Context: an optimization exercise on an open-source flow, tuned for small area, a short achievable clock period and few clock cycles per item. The choices shown serve that exercise and are no tape-out recipe. The RTL was checked by simulation tests, not by an equivalence proof against the original design. Power figures rest on the tool's default switching activity, not on a simulated workload.

===== flow/run.sh =====
#!/bin/bash
# synth_recipe.tcl (not shown) runs the flow's synth.tcl, then flattens the netlist and writes it again
# the make line also repeats each setting of config.mk as NAME=value (left out here)
make -C /OpenROAD-flow-scripts/flow DESIGN_CONFIG=/design/flow/config.mk WORK_HOME=/design/flow/orfs CLKGATE_MAP_FILE= SYNTH_SCRIPT=/design/flow/synth_recipe.tcl finish

===== flow/config.mk =====
export PLATFORM = sky130hd
export DESIGN_NAME = stream_byte_reassembler_core
export DESIGN_NICKNAME = stream_byte_reassembler_core
export VERILOG_FILES = /design/flow/design.v
export SDC_FILE = /design/flow/constraint.sdc
export NUM_CORES = 4
export LEC_CHECK = 0
export CAP_MARGIN = 20
export CORE_MARGIN = 2
export CORE_UTILIZATION = 40
export SLEW_MARGIN = 20

===== flow/constraint.sdc =====
create_clock -name core_clock -period 6.0 [get_ports {clk}]
set_input_delay 1.2000 -clock core_clock [delete_from_list [all_inputs] [get_ports {clk}]]
set_output_delay 1.2000 -clock core_clock [all_outputs]
set_load 0.01 [all_outputs]

===== flow/design.v =====
package sbr_pkg;
	localparam int WINDOW  = 64;
	localparam int IW      = $clog2(WINDOW);
	localparam int POS_W   = 32;
	localparam int BYTE_W  = 8;
	localparam int SPACE_W = 7;
endpackage
import sbr_pkg::*;
module stream_byte_reassembler_core (
	input  logic               clk,
	input  logic               arst_n,
	input  logic               req_valid,
	output logic               req_stall,
	input  logic               kind,
	input  logic [POS_W-1:0]   stream_index,
	input  logic [BYTE_W-1:0]  data_byte,
	input  logic               ends_stream,
	input  logic [SPACE_W-1:0] downstream_space,
	output logic               rsp_valid,
	input  logic               rsp_stall,
	output logic               out_valid,
	output logic [BYTE_W-1:0]  out_byte,
	output logic               last_of_run,
	output logic [SPACE_W-1:0] pending_count,
	output logic               stream_closed
);
	function automatic logic [IW-1:0] pe64(input logic [WINDOW-1:0] x);
		logic [WINDOW-1:0]      v;
		logic [WINDOW*IW-1:0]   ix;
		logic [WINDOW-1:0]      nv;
		logic [WINDOW*IW-1:0]   nix;
		begin
			v  = x;
			ix = '0;
			for (int l = 0; l < IW; l++) begin
				nv  = '0;
				nix = '0;
				for (int i = 0; i < (WINDOW >> (l + 1)); i++) begin
					nv[i] = v[2*i] | v[2*i+1];
					for (int b = 0; b < IW; b++) begin
						if (b < l)
							nix[i*IW+b] = v[2*i] ? ix[(2*i)*IW+b] : ix[(2*i+1)*IW+b];
						else if (b == l)
							nix[i*IW+b] = !v[2*i];
					end
				end
				v  = nv;
				ix = nix;
			end
			pe64 = ix[IW-1:0];
		end
	endfunction
	logic              qv_q;
	logic              qkind_q;
	logic [IW-1:0]     qplo_q;
	logic [SPACE_W-1:0] qd_q;
	logic              qsmall_q;
	logic [BYTE_W-1:0] qbyte_q;
	logic [SPACE_W-1:0] qroom_q;
	logic [POS_W-1:0]  next_q;
	logic [WINDOW-1:0] rel_q;
	logic [BYTE_W-1:0] ring_q [WINDOW];
	logic [POS_W-1:0]  end_q;
	logic              end_known_q;
	logic              closed_q;
	logic [SPACE_W-1:0] pb_q;    
	logic [SPACE_W-1:0] k_q;     
	logic              em_q;
	logic [SPACE_W-1:0] rem_q;
	logic              ov_q;
	logic              od_q;
	logic [BYTE_W-1:0] ob_q;
	logic              ol_q;
	logic              oc_q;
	logic              free, do_proc, do_emit, take, adv;
	assign free      = !ov_q || !rsp_stall;
	assign do_emit   = em_q && free;
	assign do_proc   = qv_q && !em_q && free;
	assign req_stall = qv_q && (em_q || (ov_q && rsp_stall));
	assign take      = req_valid && !req_stall;
	logic [IW-1:0]     h, d6;
	logic [POS_W-1:0]  endrel;
	logic [SPACE_W-1:0] room, pend, k;
	logic              in_range, in_win, st0;
	logic [WINDOW-1:0] ddec, rdec, setk, z;
	logic              nonempty, last0, close_n;
	logic [BYTE_W-1:0] rd_byte;
	assign h    = next_q[IW-1:0];
	assign room = closed_q ? '0 : qroom_q;
	assign d6   = qd_q[IW-1:0];
	assign pend = pb_q - k_q;
	assign in_range = !qkind_q && qsmall_q && !qd_q[IW];
	assign in_win   = in_range && (qd_q < room);
	assign st0      = in_win && (d6 == '0);
	always_comb begin
		for (int i = 0; i < WINDOW; i++) begin
			ddec[i] = (d6 == IW'(i));
			rdec[i] = (room == SPACE_W'(i));
		end
	end
	assign setk = ddec & {WINDOW{in_range}};
	assign z    = ~(rel_q | setk) | rdec;
	assign k    = (|z) ? {1'b0, pe64(z)} : SPACE_W'(WINDOW);
	assign nonempty = !z[0];
	assign last0    = z[0] || z[1];
	assign endrel  = end_q - next_q;
	assign close_n = closed_q || (end_known_q && (endrel[POS_W-1:SPACE_W] == '0) &&
	                              (endrel[SPACE_W-1:0] == k));
	assign rd_byte = ring_q[h];
	assign adv     = (do_proc && nonempty) || do_emit;
	logic [POS_W-1:0]  da;
	logic [SPACE_W-1:0] dn;
	logic              sn;
	assign da = stream_index - next_q;
	always_comb begin
		if (adv) begin
			dn = da[SPACE_W-1:0] - SPACE_W'(1);
			sn = ((da[POS_W-1:SPACE_W] == '0) && (da[SPACE_W-1:0] != '0)) ||
			     ((da[POS_W-1:SPACE_W] == (POS_W-SPACE_W)'(1)) && (da[SPACE_W-1:0] == '0));
		end else begin
			dn = da[SPACE_W-1:0];
			sn = (da[POS_W-1:SPACE_W] == '0);
		end
	end
	always_ff @(posedge clk or negedge arst_n) begin
		if (!arst_n) begin
			qv_q        <= 1'b0;
			next_q      <= '0;
			rel_q       <= '0;
			end_known_q <= 1'b0;
			closed_q    <= 1'b0;
			pb_q        <= '0;
			k_q         <= '0;
			em_q        <= 1'b0;
			ov_q        <= 1'b0;
		end else begin
			if (take) begin
				qv_q <= 1'b1;
				if (ends_stream) end_known_q <= 1'b1;
			end else if (do_proc) begin
				qv_q <= 1'b0;
			end
			if (adv) begin
				next_q <= next_q + POS_W'(1);
			end
			if (do_proc) begin
				closed_q <= close_n;
				pb_q     <= pend + SPACE_W'(in_win && !rel_q[d6]);
				k_q      <= k;
				em_q     <= !last0;
				rel_q    <= nonempty ? ((rel_q | (ddec & {WINDOW{in_win}})) >> 1)
				                     :  (rel_q | (ddec & {WINDOW{in_win}}));
				ov_q     <= 1'b1;
			end else if (do_emit) begin
				em_q  <= (rem_q != SPACE_W'(2));
				rel_q <= rel_q >> 1;
				ov_q  <= 1'b1;
			end else if (!rsp_stall) begin
				ov_q <= 1'b0;
			end
		end
	end
	always_ff @(posedge clk) begin
		if (take) begin
			qkind_q  <= kind;
			qplo_q   <= stream_index[IW-1:0];
			qd_q     <= dn;
			qsmall_q <= sn;
			qbyte_q  <= data_byte;
			qroom_q  <= (downstream_space > SPACE_W'(WINDOW)) ? SPACE_W'(WINDOW) : downstream_space;
			if (ends_stream) end_q <= stream_index + POS_W'(!kind);
		end else if (adv) begin
			qd_q <= qd_q - SPACE_W'(1);
			if (qd_q == '0) qsmall_q <= 1'b0;
		end
		if (do_proc) begin
			if (in_win) ring_q[qplo_q] <= qbyte_q;
			rem_q <= k;
			od_q  <= nonempty;
			ob_q  <= !nonempty ? '0 : st0 ? qbyte_q : rd_byte;
			ol_q  <= last0;
			oc_q  <= close_n;
		end else if (do_emit) begin
			rem_q <= rem_q - SPACE_W'(1);
			od_q  <= 1'b1;
			ob_q  <= rd_byte;
			ol_q  <= (rem_q == SPACE_W'(2));
		end
	end
	assign rsp_valid     = ov_q;
	assign out_valid     = od_q;
	assign out_byte      = ob_q;
	assign last_of_run   = ol_q;
	assign pending_count = pend;
	assign stream_closed = oc_q;
endmodule

==> impl_metrics.tcl, run 1 <==
set metrics [dict create \
    design_area_um2 40800 \
    setup_slack_ns 0.929 \
    grt_pass1_wl_mm 161 \
    slew_headroom_pct 25.2 \
    rows 110 \
    synth_top_area_cell "edfxtp_1" \
    final_util_pct 45.5 \
    die-area_um2 92400 \
    grt_setup_unrepaired "no" \
    dp_hpwl_mm 75.2 \
    portBuffers 72 \
    clockBufferDepth 3 \
    critPathCaptureType "register" \
    start_util_pct 40.2 \
    gp_congestion 0.932 \
    fin_crit_ns 5.07 \
    whs_ns 0.477 \
    cts_setup_buffers 0 \
    syn-instance-count 2721 \
    ys_warn_count 1 \
    hp-class "register to register" \
    final_cell_mix "edfxtp_1 (592), a21oi_1 (195), nor2_1 (191)" \
    fin_setup_tns_ns 0 \
    die_h_um 304 \
    layout_commonest_cell "edfxtp_1" \
    antenna_left 0 \
    finalNonFillerCells 4056 \
    remaining_drc_errors 0 \
    synth_nets 2864 \
    ios 73 \
    async_reset_ff_share_pct 16.3 \
    numCtsBuffers 79 \
    hold_buffers 0 \
    root_buffer "clkbuf_16" \
    synth-seq-area-share_pct 57.4 \
    critPathArrivalTime_ns 5.53 \
    p_per_area_nw_per_um2 284 \
    grt_use_total_pct 23.1 \
    die_w_um 304 \
    cts_htree_levels 3 \
    synth_top_flop_cell "edfxtp_1" \
    max_freq_ghz 0.197 \
    finalMaxSlewViolations 0 \
    tightest_slew_ns 1.12 \
    worst_ep_required_time_ns 6.46 \
    final_nets 2952 \
    routedWlPerCell_um 26.5 \
    post_cts_resized 0 \
    hold_depth 1 \
    via_count 24649 \
    finalSetupViolCount 0 \
    fin_crit_sh_pct 84.5 \
    synth_edf_count 592 \
    power_mw 11.6 \
    dp_slack_ns 0.635 \
    clock_sinks 707 \
    cp-start-kind "register" \
    p_leak_nw 13.7 \
    cts_tree "done" \
    syn_to_final_growth_pct 13.4 \
    yosysTopAreaCellShare_pct 49.4 \
    core_area_um2 89600 \
    grt_pass1_vias 24520 \
    syn_area_um2 36000 \
    place_area_um2 38200 \
    antenna_found_initial 10 \
    dp_cells 3904 \
    fillers 7870 \
    firstDrtPassIters 5 \
    finalHoldViolCount 0 \
    vdd_drop_max_v 0.000252 \
    worstPathMaxFanout 12 \
    drive_above_1_share_pct 15.3 \
    clk_pin_slew_ns 0.06 \
    vias_per_cell 6.08 \
    routed_wl_mm 108 \
    drv_cap 0 \
    reg2reg_depth 13 \
    synth_seq_cells 707 \
    synth_cell_type_count 94 \
    grt-ovfl-total 0 \
    status "finished clean" \
    first_iter_violations 2934 \
    critPathKind "register to register" \
    clk_latency_ns 0.67 \
    synth.avg_cell_area_um2 13.2 \
    synth.area.top_cells "edfxtp_1 (49%), mux4_2 (12%), dfrtp_1 (8.0%)" \
    grt_max_degree 67 \
    skew_ns 0.0607 \
]
[cell type report]
class                   instances  area, um^2  area share, %
inverters                      90         339          0.831
clock inverters                49         475           1.17
flip-flops and latches        707       20700           50.6
diodes                          5        12.5         0.0307
well taps                    1176        1470           3.61
repair buffers                159        1370           3.36
clock buffers                  98        2070           5.07
multi-input cells            1772       14400           35.3
[per-layer routing]
layer / wire length (um) / share of wire (%) / track usage, % / vias up
met4: 3470 / 3.2 / 8.18 / 2
met5: 11 / 0.010 / 0 / -
met2: 50600 / 47 / 36.9 / 1100
met3: 8230 / 7.6 / 4.28 / 205
met1: 45300 / 42 / 31.6 / 12469
li1: - / - / - / 10873
[final timing paths]
check / startpoint / endpoint / slack, ns
max in group asynchronous: arst_n / next_q[23]$_DFFE_PN0N_ / 4.32
min reg2reg: end_known_q$_DFFE_PN0P_ / end_known_q$_DFFE_PN0P_ / 0.48
min in group asynchronous: arst_n / rel_q[5]$_DFFE_PN0P_ / 0.65
max reg2reg: qd_q[3]$_DFFE_PP_ / oc_q$_DFFE_PP_ / 0.93
max: qd_q[3]$_DFFE_PP_ / oc_q$_DFFE_PP_ / 0.93
min: end_known_q$_DFFE_PN0P_ / end_known_q$_DFFE_PN0P_ / 0.48
[cells by family (layout without fill, tap and decap cells)]
group / count (synthesis) / in the layout / synth area share [%]
simple gates: 713 / 713 / 9.84
mux: 202 / 202 / 12.2
other cells: 0 / 5 / 0
xor+xnor: 122 / 122 / 2.97
flops: 707 / 707 / 57.4
fa+ha+maj: 90 / 90 / 3.19
compound gates: 645 / 645 / 11.7
buf+inv: 242 / 396 / 2.72
[flip-flops by register name, indices dropped and copies added (netlist names), 6 cells and up]
register,count
qbyte_q,8
next_q,32
ring_q,512
qplo_q,6
qd_q,7
k_q,7
qroom_q,7
end_q,32
rel_q,64
pb_q,7
ob_q,8
rem_q,7
[cell usage after synthesis, drive strengths merged, types with 25 or more instances]
| library cell | count |
|---|---|
| nor3 | 81 |
| buf | 55 |
| nand2 | 175 |
| xor2 | 30 |
| nand2b | 25 |
| nor2 | 194 |
| a21o | 39 |
| xnor2 | 92 |
| a21oi | 196 |
| dfrtp | 115 |
| nor2b | 27 |
| ha | 87 |
| edfxtp | 592 |
| a31oi | 77 |
| a311oi | 26 |
| o21ai | 102 |
| clkbuf | 97 |
| mux4 | 189 |
| and3 | 30 |
| a211oi | 29 |
| nand3 | 66 |
| inv | 89 |
[worst max-delay path, stage by stage (launching register included)]
cell	delay, ns
edfxtp_1	0.63
buf_4	0.31
nor2b_1	0.75
a31oi_1	0.28
a311oi_1	0.55
nand2_1	0.18
nor4_2	0.50
nand2_2	0.20
o32a_1	0.46
mux2i_1	0.19
o2111ai_1	0.17
nor4_2	0.17
nand4_1	0.16
o41ai_2	0.32
[power by group]
part | switching, mW | internal, mW
registers | 0.135 | 5.45
logic | 0.796 | 0.511
clock network | 2.04 | 2.66
total | 2.97 | 8.62
Testbench counts, summed over its fixed seeds: cycles 14,724, items 9,629.
==> run 2: changes to the inputs <==
--- a/flow/config.mk
+++ b/flow/config.mk
@@ -8,4 +8,5 @@
 export CAP_MARGIN = 20
 export CORE_MARGIN = 2
 export CORE_UTILIZATION = 40
+export SETUP_SLACK_MARGIN = 2.5
 export SLEW_MARGIN = 20
==> run 2 against run 1 <==
Compared with the run above: sequential cell count unchanged; synthesized area unchanged; critical endpoint unchanged; count of clock-buffer cells in the layout is 3 lower; clock skew fell by 0.032 ns; largest power group unchanged; core utilization increased by 5.5 points; sequential power barely moved; via count increased by 7.2%; register-to-register slack gained 1.1 ns; final area is 12% higher; clock power rose by 3%; critical path type unchanged; largest cell class unchanged; worst setup slack improved by 1.1 ns.
==> impl_metrics.tcl, run 2 <==
set metrics [dict create \
    clk_latency_ns 0.66 \
    worstPathMaxFanout 5 \
    fin_crit_sh_pct 65.6 \
    synth_top_flop_cell "edfxtp_1" \
    clockBufferDepth 3 \
    hold_path_startpoint "end_known_q$_DFFE_PN0P_" \
    layout_commonest_cell "edfxtp_1" \
    top_register "ring_q" \
    die-area_um2 92400 \
    vias_per_cell 6.19 \
    crit_chain "buf_6 > inv_6 > ha_4 > nor4bb_4 > buf_6 > buf_6 > a31oi_2 > a311oi_2 > nand2_2 > a311oi_1 > o31a_1 > o32a_1 > mux2i_1 > o2111ai_1 > nor4_2 > nand4_1 > o41ai_2" \
    synth-seq-area-share_pct 57.4 \
    skew_ns 0.0290 \
    routedWlPerCell_um 27.6 \
    synth_seq_cells 707 \
    r2r_setup_slack_ns 2.07 \
    grt-ovfl-total 0 \
    rr_startpoint "qd_q[0]$_DFFE_PP_" \
    finalMaxSlewViolations 0 \
    die_w_um 304 \
    portBuffers 72 \
    grt_max_degree 66 \
    die_h_um 304 \
    numCtsBuffers 77 \
    power.share.sequential_pct 46.2 \
    dp_hpwl_mm 75.3 \
    worst_ep_required_time_ns 6.45 \
    tightest_slew_ns 1.06 \
    gp_congestion 1.00 \
    syn-instance-count 2721 \
    cts_htree_levels 3 \
    synth.avg_cell_area_um2 13.2 \
    max_freq_ghz 0.254 \
    critPathArrivalTime_ns 4.39 \
    setup_slack_ns 2.07 \
    synth_edf_count 592 \
    final_cell_mix "edfxtp_1 (592), mux4_2 (189), buf_4 (185)" \
    power_frac_comb_pct 13.7 \
    grt_pass1_vias 25348 \
    p_per_area_nw_per_um2 265 \
    synth_cell_type_count 94 \
    drive_above_1_share_pct 31.3 \
    reg2reg_depth 17 \
    hold_depth 1 \
    cp-start-kind "register" \
    netlist_top_cells_count "edfxtp_1 (592), a21oi_1 (195), nor2_1 (193)" \
    critPathKind "register to register" \
    max_stage_delay_ns 0.45 \
    reg_top3 "ring_q (512), rel_q (64)" \
    vdd_drop_max_v 0.000213 \
    yosysTopAreaCellShare_pct 49.4 \
    grt_pass1_wl_mm 170 \
    met2RoutedLength_mm 55.5 \
    worstHoldEndpoint "end_known_q$_DFFE_PN0P_" \
    root_buffer "clkbuf_16" \
    synth_top_area_cell "edfxtp_1" \
    rows 110 \
    finalSetupViolCount 0 \
    status "finished clean" \
    ios 73 \
    internal_power_mw 8.93 \
    clkPwrFrac_pct 40.1 \
    clk_pin_slew_ns 0.06 \
    route.met3.wl_mm 8.70 \
    syn_area_um2 36000 \
    start_util_pct 40.2 \
    grt_setup_unrepaired "yes" \
    routed_wl_mm 118 \
    hp-class "register to register" \
    place_area_um2 38300 \
    power.share.switching_pct 26.2 \
    first_iter_violations 3487 \
    via_count 26435 \
    async_reset_ff_share_pct 16.3 \
    fin_setup_tns_ns 0 \
    syn_to_final_growth_pct 27.1 \
    synth.area.top_cells "edfxtp_1 (49%), mux4_2 (12%), dfrtp_1 (8.0%)" \
    dp_slack_ns 0.973 \
    finalNonFillerCells 4269 \
    largest_register_ffs 512 \
    switching_power_mw 3.17 \
    ys_warn_count 1 \
    m1WireLength_mm 48.4 \
    grt_use_total_pct 24.4 \
    dp_cells 3869 \
    finalHoldViolCount 0 \
    yosys.cell_count.top_type "edfxtp_1" \
    power_mw 12.1 \
    clock_sinks 707 \
    cp_common_cell "buf_6" \
    slew_headroom_pct 28.5 \
    whs_ns 0.471 \
    p_leak_nw 15.8 \
    critPathCaptureType "register" \
    firstDrtPassIters 7 \
    drv_cap 0 \
    design_area_um2 45700 \
    remaining_drc_errors 0 \
    fin_crit_ns 3.93 \
    core_area_um2 89600 \
    synth_nets 2864 \
    r2r_end "oc_q$_DFFE_PP_" \
    cts_tree "done" \
    final_nets 3170 \
    final_util_pct 51.0 \
    antenna_found_initial 4 \
    antenna_left 0 \
    dr.max_layer_used "met5" \
    cp_slowest_cell "edfxtp_1" \
]
[run 2: cell count changes in the layout (fill, tap and decap cells not counted), moves of 26 or more]
cell / change
buf_12: +53
nor3_1: -34
nor2_4: +57
buf_6: +53
a21oi_1: -26
buf_4: +97
clkdlybuf4s50_1: -27
nor3_4: +29
nor2_1: -60
ha_1: -35
[run 2: kinds of logic after synthesis]
kind of cell / after synthesis / synth area share, %
xor gates and xnor gates: 122 / 2.97
and+or+nand+nor: 713 / 9.84
muxes: 202 / 12.2
AOI/OAI and AO/OA: 645 / 11.7
adders and majority gates: 90 / 3.19
buffers and inverters: 242 / 2.72
DFF: 707 / 57.4
[run 2: worst max-delay path by stage]
| stage | from | to |
|---|---|---|
| CTS | stream_index[0] | qsmall_q$_SDFFCE_PN0P_ |
| global placement | stream_index[7] | qsmall_q$_SDFFCE_PN0P_ |
| finish | qd_q[0]$_DFFE_PP_ | oc_q$_DFFE_PP_ |
| detailed placement | stream_index[7] | qsmall_q$_SDFFCE_PN0P_ |
| global route | qd_q[0]$_DFFE_PP_ | oc_q$_DFFE_PP_ |
| floorplan | stream_index[0] | qsmall_q$_SDFFCE_PN0P_ |
[run 2: area by class of cell]
class                      instances  area (um^2)
fill                            7391        43900
sequential                       707        20700
multi-input combinational       1776        16600
timing repair buffer             375         4030
clock buffer                      95         2050
tap                             1176         1470
clock inverter                    46          512
inverter                          90          355
antenna                            4         10.0
[run 2: worst max-delay path: cells and delay by family (launching register included)]
| family | cells | cell delay, ns |
|---|---|---|
| AOI/OAI and AO/OA | 7 | 1.65 |
| and+or+nand+nor | 4 | 0.75 |
| buffers and inverters | 4 | 0.51 |
| DFF | 1 | 0.45 |
| muxes | 1 | 0.20 |
| adders and majority gates | 1 | 0.16 |
[run 2: power by group through the flow]
stage          Clock (mW)  Combinational (mW)  Sequential [mW]
4_1_cts              4.91                1.44             5.59
5_1_grt              5.11                1.77             5.60
6_report             4.85                1.66             5.60
3_5_place_dp            0                1.29             5.69
2_1_floorplan           0               0.812             5.64
3_3_place_gp            0                1.27             5.69
[run 2: layer usage]
metal  track usage, %  up-vias
li1                 -    11326
met1             33.6    13471
met2             39.3     1362
met3             3.91      274
met4             8.75        2
met5                0        -
[run 2: what timing repair did]
action	CTS	global route
resized for setup	308	215
endpoints found under the setup margin	624	527
hold buffers	0	0
setup buffers	140	100
cloned	5	7
pin swaps	100	140

==> re-timing with driven ports <==
The flow's constraints put no driver on any port. The routed layouts listed below were extracted and timed again, unchanged, in two steps.
Step 1 sets driving cells, clkbuf_16 on the clock port and buf_2 on the other inputs (assumed; they add their load-dependent delay and slew).
Step 2 moves the port delays by t, midway between the first and last clock arrival at a register: inputs arrive t later, outputs are due t later. That takes back most of the time a late clock gives input paths.
Three values: ideal, step 1, step 2; two values: the first two.
run | t (ns) | slack for setup (ns) | slew at the worst register clock pin (ns) | cell pins on the clock port's net
run 1 | 0.693 | 0.929 / 0.929 / 0.544 | 0.06 / 0.06 | 1
run 2 | 0.706 | 2.066 / 2.066 / 1.532 | 0.07 / 0.07 | 1
After both steps setup and hold are still met in every run listed. The setup slack of run 2, which loses most, moves by 0.000 ns with the drivers and by -0.534 ns with both steps.
